This design comes from an exercise in tuning for small area, a short achievable clock period and few clock cycles per item on the open sky130 flow, not from production work.
RTL that was checked went through simulation tests only; none was proved equivalent to the original.

Setup of R:
## tone_pattern_sequencer_top
module tone_pattern_sequencer_top (
  input  wire logic                  clk_i,
  input  wire logic                  rst_ni,
  input  wire logic                  in_valid_i,
  output logic                       in_stall_o,
  input  wire logic [2:0]            operation_i,
  input  wire logic [TIME_BITS-1:0]  now_ms_i,
  input  wire logic [3:0]            pattern_id_i,
  input  wire logic [15:0]           custom_freq_hz_i,
  input  wire logic [15:0]           custom_duty_i,
  input  wire logic [15:0]           custom_length_ms_i,
  input  wire logic                  enable_value_i,
  output logic                       out_valid_o,
  input  wire logic                  out_stall_i,
  output logic                       tone_on_o,
  output logic [FREQ_BITS-1:0]       tone_freq_hz_o,
  output logic [DUTY_BITS-1:0]       tone_duty_o,
  output logic                       busy_res_o,
  input  wire logic                  cfg_valid_i,
  output logic                       cfg_ready_o,
  input  wire logic [1:0]            cfg_index_i,
  input  wire logic [CFG_DATA_W-1:0] cfg_data_i
);
Size: roughly 1100 cells after synthesis, ~140 I/O pins, about 11000 µm² of cells after synthesis.
export LEC_CHECK = 0
export CAP_MARGIN = 20
export CORE_MARGIN = 2
export CORE_UTILIZATION = 40
export SETUP_SLACK_MARGIN = 3.0
export SLEW_MARGIN = 20
export TNS_END_PERCENT = 5
create_clock -name core_clock -period 5.5 [get_ports {clk_i}]
standard.sh (not shown) runs the stock make flow with config.mk's settings and CLKGATE_MAP_FILE= SYNTH_SCRIPT=/design/flow/synth_recipe.tcl, a recipe that flattens the netlist after the stock synthesis.
==> flow/flow/run.sh <==
#!/bin/bash
# The standard layout (the standard.sh, unchanged synthesis and steps),
# with the port buffers made from the smallest plain buffer cell.
export BUFFER_PORTS_ARGS="-buffer_cell sky130_fd_sc_hd__buf_1"
bash standard.sh > standard.log 2>&1
R closes out successfully: all stages finished, all timing, DRC and antenna checks passed.
Testbench counts of R, summed over its fixed seeds: cycles 8,008, items 8,000.
Input changes introduced in P (baseline for comparison: R):
--- a/flow/design.v
+++ b/flow/design.v
@@ -127,27 +127,27 @@
   localparam logic [4:0] EV_P1_1 = 5'd1;
   localparam logic [4:0] EV_P1_2 = 5'd2;
   localparam logic [4:0] EV_P1_3 = 5'd3;
   localparam logic [4:0] EV_P1_4 = 5'd4;
   localparam logic [4:0] EV_P2_1 = 5'd5;
   localparam logic [4:0] EV_P2_2 = 5'd6;
   localparam logic [4:0] EV_P2_3 = 5'd7;
   localparam logic [4:0] EV_P2_4 = 5'd8;
   localparam logic [4:0] EV_P3_1 = 5'd9;
   localparam logic [4:0] EV_P3_2 = 5'd10;
-  localparam logic [4:0] EV_E     = 5'd11;
-  localparam logic [4:0] EV_E6    = 5'd12;
-  localparam logic [4:0] EV_R6    = 5'd13;
+  localparam logic [4:0] EV_E    = 5'd11;
+  localparam logic [4:0] EV_E6   = 5'd12;
+  localparam logic [4:0] EV_E7   = 5'd13;
   localparam logic [4:0] EV_P7_1 = 5'd14;
   localparam logic [4:0] EV_P7_2 = 5'd15;
-  localparam logic [4:0] EV_E7    = 5'd16;
-  localparam logic [4:0] EV_R7    = 5'd17;
+  localparam logic [4:0] EV_R6   = 5'd16;
+  localparam logic [4:0] EV_R7   = 5'd17;
   function automatic tps_pkg::step_t ev_step(logic [4:0] ev);
     tps_pkg::step_t t;
     case (ev)
       EV_P1_1: t = {16'd0,    8'd30,  tps_pkg::LVL_OFF};
       EV_P1_2: t = {16'd1175, 8'd90,  tps_pkg::LVL_NORMAL};
       EV_P1_3: t = {16'd0,    8'd30,  tps_pkg::LVL_OFF};
       EV_P1_4: t = {16'd1568, 8'd120, tps_pkg::LVL_NORMAL};
       EV_P2_1: t = {16'd0,    8'd30,  tps_pkg::LVL_OFF};
       EV_P2_2: t = {16'd1175, 8'd90,  tps_pkg::LVL_NORMAL};
       EV_P2_3: t = {16'd0,    8'd30,  tps_pkg::LVL_OFF};
@@ -273,23 +273,23 @@
   tps_pkg::duty_t tduty, sduty, cduty;
   logic           ton, son;
   logic [7:0]     sdur;
   tps_pkg::step_t astp, bstp;
   tps_pkg::step_t dstp;
   assign op_tick  = (operation_i == OP_TICK);
   assign op_start = (operation_i == OP_START);
   assign op_cust  = (operation_i == OP_CUSTOM);
   assign op_stop  = (operation_i == OP_STOP);
   assign op_en    = (operation_i == OP_ENABLE);
-  assign is_wait  = (ev_q == EV_R6) || (ev_q == EV_R7);
-  assign ends     = ((ev_q == EV_R6) && !wnz_i) || ((ev_q == EV_R7) && !enz_i);
-  assign rep      = (ev_q == EV_E7) ? cfg_i.error_repeat_ms : cfg_i.warning_repeat_ms;
+  assign is_wait  = ev_q[4];
+  assign ends     = ev_q[4] && (ev_q[0] ? !enz_i : !wnz_i);
+  assign rep      = ev_q[0] ? cfg_i.error_repeat_ms : cfg_i.warning_repeat_ms;
   assign next_rep = add_16(start_q, rep);
   assign cust_zero = (cust_freq_i == '0) || (cust_duty_i == '0) || (cust_len_i == '0);
   assign new_pat   = pattern_id_i[3] ? PAT_NONE : pattern_id_i[2:0];
   assign ge = ge_32(now_i, due_q);
   assign tstp    = ev_step(ev_q);
   assign astp    = ev_step(ev_after(ev_q, 1'b1, 1'b1));
   assign bstp    = ev_step(ev_start(pattern_id_i[2:0]));
   assign t_begin = (tstp.dur != '0) && !ends;
   assign tduty   = (tstp.level == tps_pkg::LVL_NORMAL) ? cfg_i.normal_duty :
                    (tstp.level == tps_pkg::LVL_STRONG) ? cfg_i.strong_duty : '0;
==> comparison <==
- R has a higher number of cells on the worst reg-to-reg path than P.
- Count of clock-net buffers in the final layout was higher in the run labelled R.
- In the tables for R and P, least setup slack across all paths after layout reads lower with R.
- Die outline height was lower in the run labelled R.
- The lower mapped cell area of R and P is in R.
- Relative to R, die area increased by about 3% in P.
For P, only the layout was checked, not whether the RTL still works.

## separate check: timing with driven ports
The flow's constraints put no driver on any port. The routed layouts listed below were extracted and timed again, unchanged, in two steps. Step 1 (the two cells are an assumption about what drives the block):
set clk [get_ports {clk_i}]
set_driving_cell -lib_cell sky130_fd_sc_hd__clkbuf_16 $clk
set_driving_cell -lib_cell sky130_fd_sc_hd__buf_2 [delete_from_list [all_inputs] $clk]
Step 2 times the ports against the registers' clock, not the clock port: input delays grow and output delays shrink by t, the midpoint of the rising clock arrivals with the driver on. a / b / c = ideal ports / drivers / drivers and shift; a / b = the first two.
run	shift t [ns]	slack for setup (ns)	clock arrival spread, ns	cell pins on the clock port's net
R	0.476	1.773 / 1.773 / 1.398	0.016 / 0.016	1
P	0.486	1.805 / 1.798 / 1.312	0.012 / 0.012	1
After both steps setup and hold are still met in every run listed. The setup slack of P, which loses most, moves by -0.007 ns with the drivers and by -0.493 ns with both steps.
